This design comes from an exercise in tuning for small area on the open sky130 flow, not from production work. RTL that was checked went through simulation tests only; none was proved equivalent to the original. Power and IR drop assume default switching activity.

run 1:
==> flow/design.v <==
package bmhq_pkg;
  localparam int CAPACITY_DEF      = 64;
  localparam int PRIORITY_BITS_DEF = 16;
  localparam int TAG_BITS_DEF      = 16;
  typedef enum logic [1:0] {
    ERR_OK     = 2'd0,
    ERR_EMPTY  = 2'd1,
    ERR_FULL   = 2'd2,
    ERR_UNUSED = 2'd3
  } err_t;
  typedef enum logic [3:0] {
    ST_IDLE   = 4'd0,
    ST_INSW   = 4'd1,   
    ST_INSA   = 4'd2,   
    ST_INSB   = 4'd3,   
    ST_LAST   = 4'd4,   
    ST_DEC    = 4'd5,   
    ST_WB     = 4'd6,   
    ST_RELOAD = 4'd7,   
    ST_SHOW   = 4'd8,   
    ST_SHOWE  = 4'd9    
  } state_t;
endpackage
module binary_min_heap_queue_core #(
  parameter int CAPACITY      = bmhq_pkg::CAPACITY_DEF,
  parameter int PRIORITY_BITS = bmhq_pkg::PRIORITY_BITS_DEF,
  parameter int TAG_BITS      = bmhq_pkg::TAG_BITS_DEF,
  localparam int CW = $clog2(CAPACITY + 1)
) (
  input  logic                            clk,
  input  logic                            rst_n,
  input  logic                            start,
  output logic                            busy,
  input  logic                            in_kind,
  input  logic signed [PRIORITY_BITS-1:0] in_priority_req,
  input  logic        [TAG_BITS-1:0]      in_payload_tag,
  output logic                            out_valid,
  output logic signed [PRIORITY_BITS-1:0] out_top_priority,
  output logic        [TAG_BITS-1:0]      out_top_tag,
  output logic        [CW-1:0]            out_entry_count,
  output logic                            out_is_empty,
  output logic        [1:0]               out_error_code
);
  localparam int EW = PRIORITY_BITS + TAG_BITS;
  localparam int AW = $clog2(CAPACITY);
  localparam int QW = AW - 1;
  logic [EW*CAPACITY-1:0] ring;
  logic [EW-1:0]          h0, h1, hx, t0, t1;
  logic [EW-1:0]          c_r;
  logic                   sel, wr, c_ld;
  logic                   full, empty;
  assign h0 = ring[EW-1:0];
  assign h1 = ring[2*EW-1:EW];
  assign hx = sel ? h1 : h0;
  assign t0 = (wr && !sel) ? c_r : h0;
  assign t1 = (wr && sel) ? c_r : (empty ? '0 : h1);
  always_ff @(posedge clk) begin
    ring <= {t1, t0, ring[EW*CAPACITY-1:2*EW]};
  end
  bmhq_pkg::state_t state_r, state_nxt;
  bmhq_pkg::err_t   err_r, err_nxt;
  logic [QW-1:0]    q_r;
  logic [CW-1:0]    count_r, count_nxt;
  logic [AW-1:0]    cur_r, cur_nxt;
  logic             sw_r, sw_nxt, pr_r, pr_nxt;
  logic             accept;
  logic [QW:0] q1;
  assign q1 = {1'b0, q_r} + (QW+1)'(1);
  always_ff @(posedge clk) begin
    if (!rst_n) begin
      state_r <= bmhq_pkg::ST_IDLE;
      err_r   <= bmhq_pkg::ERR_OK;
      q_r     <= '0;
      count_r <= '0;
    end else begin
      state_r <= state_nxt;
      err_r   <= err_nxt;
      q_r     <= q1[QW-1:0];
      count_r <= count_nxt;
    end
  end
  always_ff @(posedge clk) begin
    cur_r <= cur_nxt;
    sw_r  <= sw_nxt;
    pr_r  <= pr_nxt;
    if (accept) begin
      c_r <= {in_priority_req, in_payload_tag};
    end else if (c_ld) begin
      c_r <= hx;
    end
  end
  logic signed [PRIORITY_BITS-1:0] p0, p1, px, cp;
  assign p0 = h0[EW-1 -: PRIORITY_BITS];
  assign p1 = h1[EW-1 -: PRIORITY_BITS];
  assign px = hx[EW-1 -: PRIORITY_BITS];
  assign cp = c_r[EW-1 -: PRIORITY_BITS];
  logic c_lt_x, x_lt_c, p1_lt_p0;
  assign c_lt_x   = cp < px;
  assign x_lt_c   = px < cp;
  assign p1_lt_p0 = p1 < p0;
  logic path_hit, path_bit, path_final;
  always_comb begin
    path_hit = 1'b0;
    path_bit = 1'b0;
    for (int s = 1; s < CW; s++) begin
      if ((count_r >> s) == CW'(q1)) begin
        path_hit = 1'b1;
        path_bit = count_r[s-1];
      end
    end
  end
  assign path_final = ((count_r >> 1) == CW'(q1));
  logic [AW-1:0] cur_m1, last_m1;
  assign cur_m1  = cur_r - AW'(1);
  assign last_m1 = AW'(count_r) - AW'(1);
  logic at_cur, at_last, at_kids;
  assign at_cur  = (q_r == cur_m1[AW-1:1]);
  assign at_last = (q_r == last_m1[AW-1:1]);
  assign at_kids = (q_r == cur_r[QW-1:0]);
  logic [CW-1:0] left7;
  logic          has_l, has_r;
  assign left7 = {cur_r, 1'b1};
  assign has_l = left7 < count_r;
  assign has_r = (left7 + CW'(1)) < count_r;
  assign full  = count_r[CW-1];
  assign empty = (count_r == '0);
  always_comb begin
    state_nxt = state_r;
    err_nxt   = err_r;
    count_nxt = count_r;
    cur_nxt   = cur_r;
    sw_nxt    = sw_r;
    pr_nxt    = pr_r;
    accept    = 1'b0;
    sel       = 1'b0;
    wr        = 1'b0;
    c_ld      = 1'b0;
    out_valid = 1'b0;
    case (state_r)
      bmhq_pkg::ST_IDLE: begin
        if (start) begin
          accept  = 1'b1;
          err_nxt = bmhq_pkg::ERR_OK;
          cur_nxt = '0;
          if (!in_kind) begin
            if (full) begin
              err_nxt   = bmhq_pkg::ERR_FULL;
              state_nxt = bmhq_pkg::ST_SHOW;
            end else begin
              count_nxt = count_r + CW'(1);
              state_nxt = bmhq_pkg::ST_INSW;
            end
          end else begin
            if (empty) begin
              err_nxt   = bmhq_pkg::ERR_EMPTY;
              state_nxt = bmhq_pkg::ST_SHOWE;
            end else begin
              count_nxt = count_r - CW'(1);
              if (count_r == CW'(1)) state_nxt = bmhq_pkg::ST_SHOWE;
              else                   state_nxt = bmhq_pkg::ST_LAST;
            end
          end
        end
      end
      bmhq_pkg::ST_INSW: begin
        sel = 1'b1;
        if (q_r == '1) begin
          out_valid = 1'b1;
          wr        = (count_r == CW'(1)) || c_lt_x;
          c_ld      = wr;
          if (count_r == CW'(1)) state_nxt = bmhq_pkg::ST_IDLE;
          else if (wr)           state_nxt = bmhq_pkg::ST_INSB;
          else                   state_nxt = bmhq_pkg::ST_INSA;
        end
      end
      bmhq_pkg::ST_INSA, bmhq_pkg::ST_INSB: begin
        sel = path_bit;
        if (path_hit) begin
          wr   = (state_r == bmhq_pkg::ST_INSB) || path_final || c_lt_x;
          c_ld = wr;
          if (path_final) state_nxt = bmhq_pkg::ST_IDLE;
          else if (wr)    state_nxt = bmhq_pkg::ST_INSB;
        end
      end
      bmhq_pkg::ST_LAST: begin
        sel = !count_r[0];
        if (at_last) begin
          c_ld      = 1'b1;
          state_nxt = bmhq_pkg::ST_DEC;
        end
      end
      bmhq_pkg::ST_DEC: begin
        sel = has_r && p1_lt_p0;
        if (!has_l || (at_kids && !x_lt_c)) begin
          sw_nxt = 1'b0;
          if (cur_r == '0) state_nxt = bmhq_pkg::ST_WB;
          else             state_nxt = bmhq_pkg::ST_IDLE;
        end else if (at_kids) begin
          wr        = 1'b1;
          c_ld      = 1'b1;
          sw_nxt    = 1'b1;
          pr_nxt    = sel;
          state_nxt = bmhq_pkg::ST_WB;
        end
      end
      bmhq_pkg::ST_WB: begin
        sel = !cur_r[0];
        if (at_cur) begin
          wr        = 1'b1;
          out_valid = (cur_r == '0);
          if (sw_r) begin
            cur_nxt   = AW'(left7) + AW'(pr_r);
            state_nxt = bmhq_pkg::ST_RELOAD;
          end else begin
            state_nxt = bmhq_pkg::ST_IDLE;
          end
        end
      end
      bmhq_pkg::ST_RELOAD: begin
        sel = !cur_r[0];
        if (at_cur) begin
          c_ld      = 1'b1;
          state_nxt = bmhq_pkg::ST_DEC;
        end
      end
      bmhq_pkg::ST_SHOW: begin
        sel = 1'b1;
        if (q_r == '1) begin
          out_valid = 1'b1;
          state_nxt = bmhq_pkg::ST_IDLE;
        end
      end
      bmhq_pkg::ST_SHOWE: begin
        sel       = 1'b1;
        out_valid = 1'b1;
        state_nxt = bmhq_pkg::ST_IDLE;
      end
      default: state_nxt = bmhq_pkg::ST_IDLE;
    endcase
  end
  assign busy             = (state_r != bmhq_pkg::ST_IDLE);
  assign out_is_empty     = empty;
  assign out_top_priority = t1[EW-1 -: PRIORITY_BITS];
  assign out_top_tag      = t1[TAG_BITS-1:0];
  assign out_entry_count  = count_r;
  assign out_error_code   = err_r;
endmodule
make LEC_CHECK=0 CAP_MARGIN=20 CORE_MARGIN=2 CORE_UTILIZATION=40 CTS_BUF_LIST=sky130_fd_sc_hd__clkbuf_4 SLEW_MARGIN=20 finish   # period 10.0 ns
run.sh (not shown) runs the stock make flow with config.mk's settings and CLKGATE_MAP_FILE= SYNTH_SCRIPT=/design/flow/synth_recipe.tcl, a recipe that flattens the netlist after the stock synthesis.
#### Input delta (run 2 over run 1)
Settings: putting CTS_CLUSTER_SIZE at 30 where nothing was set; swapping 40 for 60 in CORE_UTILIZATION; swapping sky130_fd_sc_hd__clkbuf_4 for sky130_fd_sc_hd__clkbuf_8 in CTS_BUF_LIST.
### Flow results
In run 2 the proportion of power drawn by the clock network turned out 0.7 points higher than in run 1. Relative area change from synthesis to final layout ends up lower on run 2. The post-route total power reported for run 2 is greater than that of run 1 by 0.74%. Relative to run 1, clock-buffer cell count decreased by about 50% in run 2. Maximum frequency in run 2 vs run 1: up 1.4%. From run 1 to run 2 the numbers moved as follows: non-clock buffer count -7, post-route non-filler standard cell count fell 15%, sequential share of layout area now larger.
No run of this note included a check of the RTL's function; only the layout flow was run.


Setup of JK:
Another version of the RTL of binary_min_heap_queue_core (not shown whole).
For scale: about 2900 cells after synthesis, about 80 I/O pins.
==> flow/config.mk <==
export PLATFORM = sky130hd
export DESIGN_NAME = binary_min_heap_queue_core
export DESIGN_NICKNAME = binary_min_heap_queue_core
export VERILOG_FILES = /design/flow/design.v
export SDC_FILE = /design/flow/constraint.sdc
export NUM_CORES = 4
export LEC_CHECK = 0
export ABC_AREA = 1
export CAP_MARGIN = 0
export CORE_MARGIN = 2
export CORE_UTILIZATION = 70
export PLACE_DENSITY = 0.88
export SLEW_MARGIN = 0
==> flow/constraint.sdc <==
create_clock -name core_clock -period 10.0 [get_ports {clk}]
set_input_delay 2.0000 -clock core_clock [delete_from_list [all_inputs] [get_ports {clk}]]
set_output_delay 2.0000 -clock core_clock [all_outputs]
set_load 0.01 [all_outputs]
standard.sh (not shown) runs the stock make flow with config.mk's settings and CLKGATE_MAP_FILE= SYNTH_SCRIPT=/design/flow/synth_recipe.tcl, a recipe that flattens the netlist after the stock synthesis.
==> flow/flow/run.sh <==
#!/bin/bash
# Standard layout with two changes: clock tree synthesis clusters up to 27 flip-flops per leaf
# buffer (within 50 um) and adds no dummy loads, and ports are buffered with buf_1.
set -euo pipefail
bash standard.sh \
  "CTS_ARGS=-sink_clustering_enable -repair_clock_nets -dont_use_dummy_load -sink_clustering_size 27 -sink_clustering_max_diameter 50" \
  "BUFFER_PORTS_ARGS=-buffer_cell sky130_fd_sc_hd__buf_1" \
  finish > flow.log 2>&1
Having completed the whole flow, JK delivered a layout that passed the timing, DRC and antenna checks.
Edits applied to the flow inputs when going from JK to MS:
==> flow/flow/run.sh <==
#!/bin/bash
# Standard layout with two changes: clock tree synthesis clusters up to 26 flip-flops per leaf
# buffer (within 60 um) and adds no dummy loads, and ports are buffered with buf_1.
set -euo pipefail
bash standard.sh \
  "CTS_ARGS=-sink_clustering_enable -repair_clock_nets -dont_use_dummy_load -sink_clustering_size 26 -sink_clustering_max_diameter 60" \
  "BUFFER_PORTS_ARGS=-buffer_cell sky130_fd_sc_hd__buf_1" \
  finish > flow.log 2>&1
The count of nets left with antenna violations after detail routing of JK and that of MS are within noise of each other. Comparing MS against JK, there is no change at all in largest net degree at the start of global routing. On average cell area after synthesis, MS tracks JK almost exactly. Comparing JK and MS, the higher final period utilization is on JK. As far as critical path depth is concerned, JK and MS perform about the same.


exp/willow:
Another version of the RTL of binary_min_heap_queue_core (not shown whole).
For scale: roughly 47000 sq um of cells after synthesis.
clock: 10.0 ns
lec_check: 0
abc_area: 1
cap_margin: 0
core_margin: 2
core_utilization: 40
slew_margin: 0
==> flow/flow/run.sh <==
#!/bin/bash
# Standard layout with two changes: clock tree synthesis clusters up to 30 flip-flops per leaf
# buffer (within 60 um) and adds no dummy loads, and ports are buffered with buf_1.
set -euo pipefail
bash standard.sh \
  "CTS_ARGS=-sink_clustering_enable -repair_clock_nets -dont_use_dummy_load -sink_clustering_size 30 -sink_clustering_max_diameter 60" \
  "BUFFER_PORTS_ARGS=-buffer_cell sky130_fd_sc_hd__buf_1" \
  finish > flow.log 2>&1
exp/willow has completed all stages; timing, DRC and antenna checks passed.
Input-level comparison between exp/tundra and exp/willow:
Settings: PLACE_DENSITY newly set to 0.88; CORE_UTILIZATION changed from 40 to 70.
==> flow/flow/run.sh <==
#!/bin/bash
# Standard layout with two changes: clock tree synthesis clusters up to 25 flip-flops per leaf
# buffer (within 60 um) and adds no dummy loads, and ports are buffered with buf_1.
set -euo pipefail
bash standard.sh \
  "CTS_ARGS=-sink_clustering_enable -repair_clock_nets -dont_use_dummy_load -sink_clustering_size 25 -sink_clustering_max_diameter 60" \
  "BUFFER_PORTS_ARGS=-buffer_cell sky130_fd_sc_hd__buf_1" \
  finish > flow.log 2>&1
Notes after the runs:
- Switching power share of the total: exp/tundra > exp/willow
- Final cell area: exp/tundra below exp/willow
- | number of placed instances with taps included | exp/tundra vs exp/willow | 660 lower |
- Compared with exp/willow, exp/tundra shows a worst setup slack before clock tree synthesis that is 110 ps lower.
- ~same count of mapped cells out of synthesis in exp/tundra and exp/willow
- NOTE horizontal die dimension exp/willow->exp/tundra decreased by more than 10%
- A cell type of the slowest stage on the worst timing path of sky130_fd_sc_hd__nand4_4 is what exp/willow shows, while sky130_fd_sc_hd__buf_4 belongs to exp/tundra.
Edits applied to the flow inputs when going from exp/tundra to exp/umber:
Settings: SLEW_MARGIN now 20, was 0; CORE_UTILIZATION now 40, was 70; PLACE_DENSITY no longer set, was 0.88; ABC_AREA no longer set, was 1; CAP_MARGIN now 20, was 0.
==> flow/flow/run.sh <==
#!/bin/bash
# Standard layout with two changes: clock tree synthesis clusters up to 30 flip-flops per leaf
# buffer (within 60 um) and adds no dummy loads, and ports are buffered with buf_1.
set -euo pipefail
bash standard.sh \
  "CTS_ARGS=-sink_clustering_enable -repair_clock_nets -dont_use_dummy_load -sink_clustering_size 30 -sink_clustering_max_diameter 60" \
  "BUFFER_PORTS_ARGS=-buffer_cell sky130_fd_sc_hd__buf_1" \
  finish > flow.log 2>&1
--- outcome ---
[exp/umber vs exp/tundra] depth of the critical timing path with buffers and inverters included: lower in exp/umber
On arrival time of data at the critical path endpoint, the lower figure sits with exp/tundra, not exp/umber.
For the relative area change from synthesis to final layout, exp/umber came in 2.1 points higher than exp/tundra did.

[afterwards: timing with drivers on the ports]
In the flow no input, the clock included, has a driving cell. The finished layouts below were timed again as built, in two steps. Step 1, drivers: a clkbuf_16 drives clk and a buf_2 each remaining input, both assumed. Step 2 moves the port delays by t, midway between the first and last clock arrival at a register: inputs arrive t later, outputs are due t later. That takes back most of the time a late clock gives input paths. Three values: no drivers, after step 1, after step 2; two values: the first two.
run	t, ns	setup WS [ns]	slew at the worst register clock pin (ns)	cell pins on the clock port's net
run 1	1.240	0.417 / 0.352 / 1.592	0.08 / 0.08	1
run 2	0.918	0.554 / 0.493 / 1.411	0.07 / 0.07	1
JK	0.697	0.458 / 0.397 / 1.094	0.11 / 0.11	1
MS	0.686	0.655 / 0.589 / 1.276	0.12 / 0.12	1
exp/willow	0.719	1.217 / 1.150 / 1.869	0.10 / 0.10	1
exp/tundra	0.692	0.849 / 0.787 / 1.479	0.10 / 0.10	1
exp/umber	0.718	0.625 / 0.562 / 1.279	0.11 / 0.11	1
After both steps setup and hold are still met in every run listed.
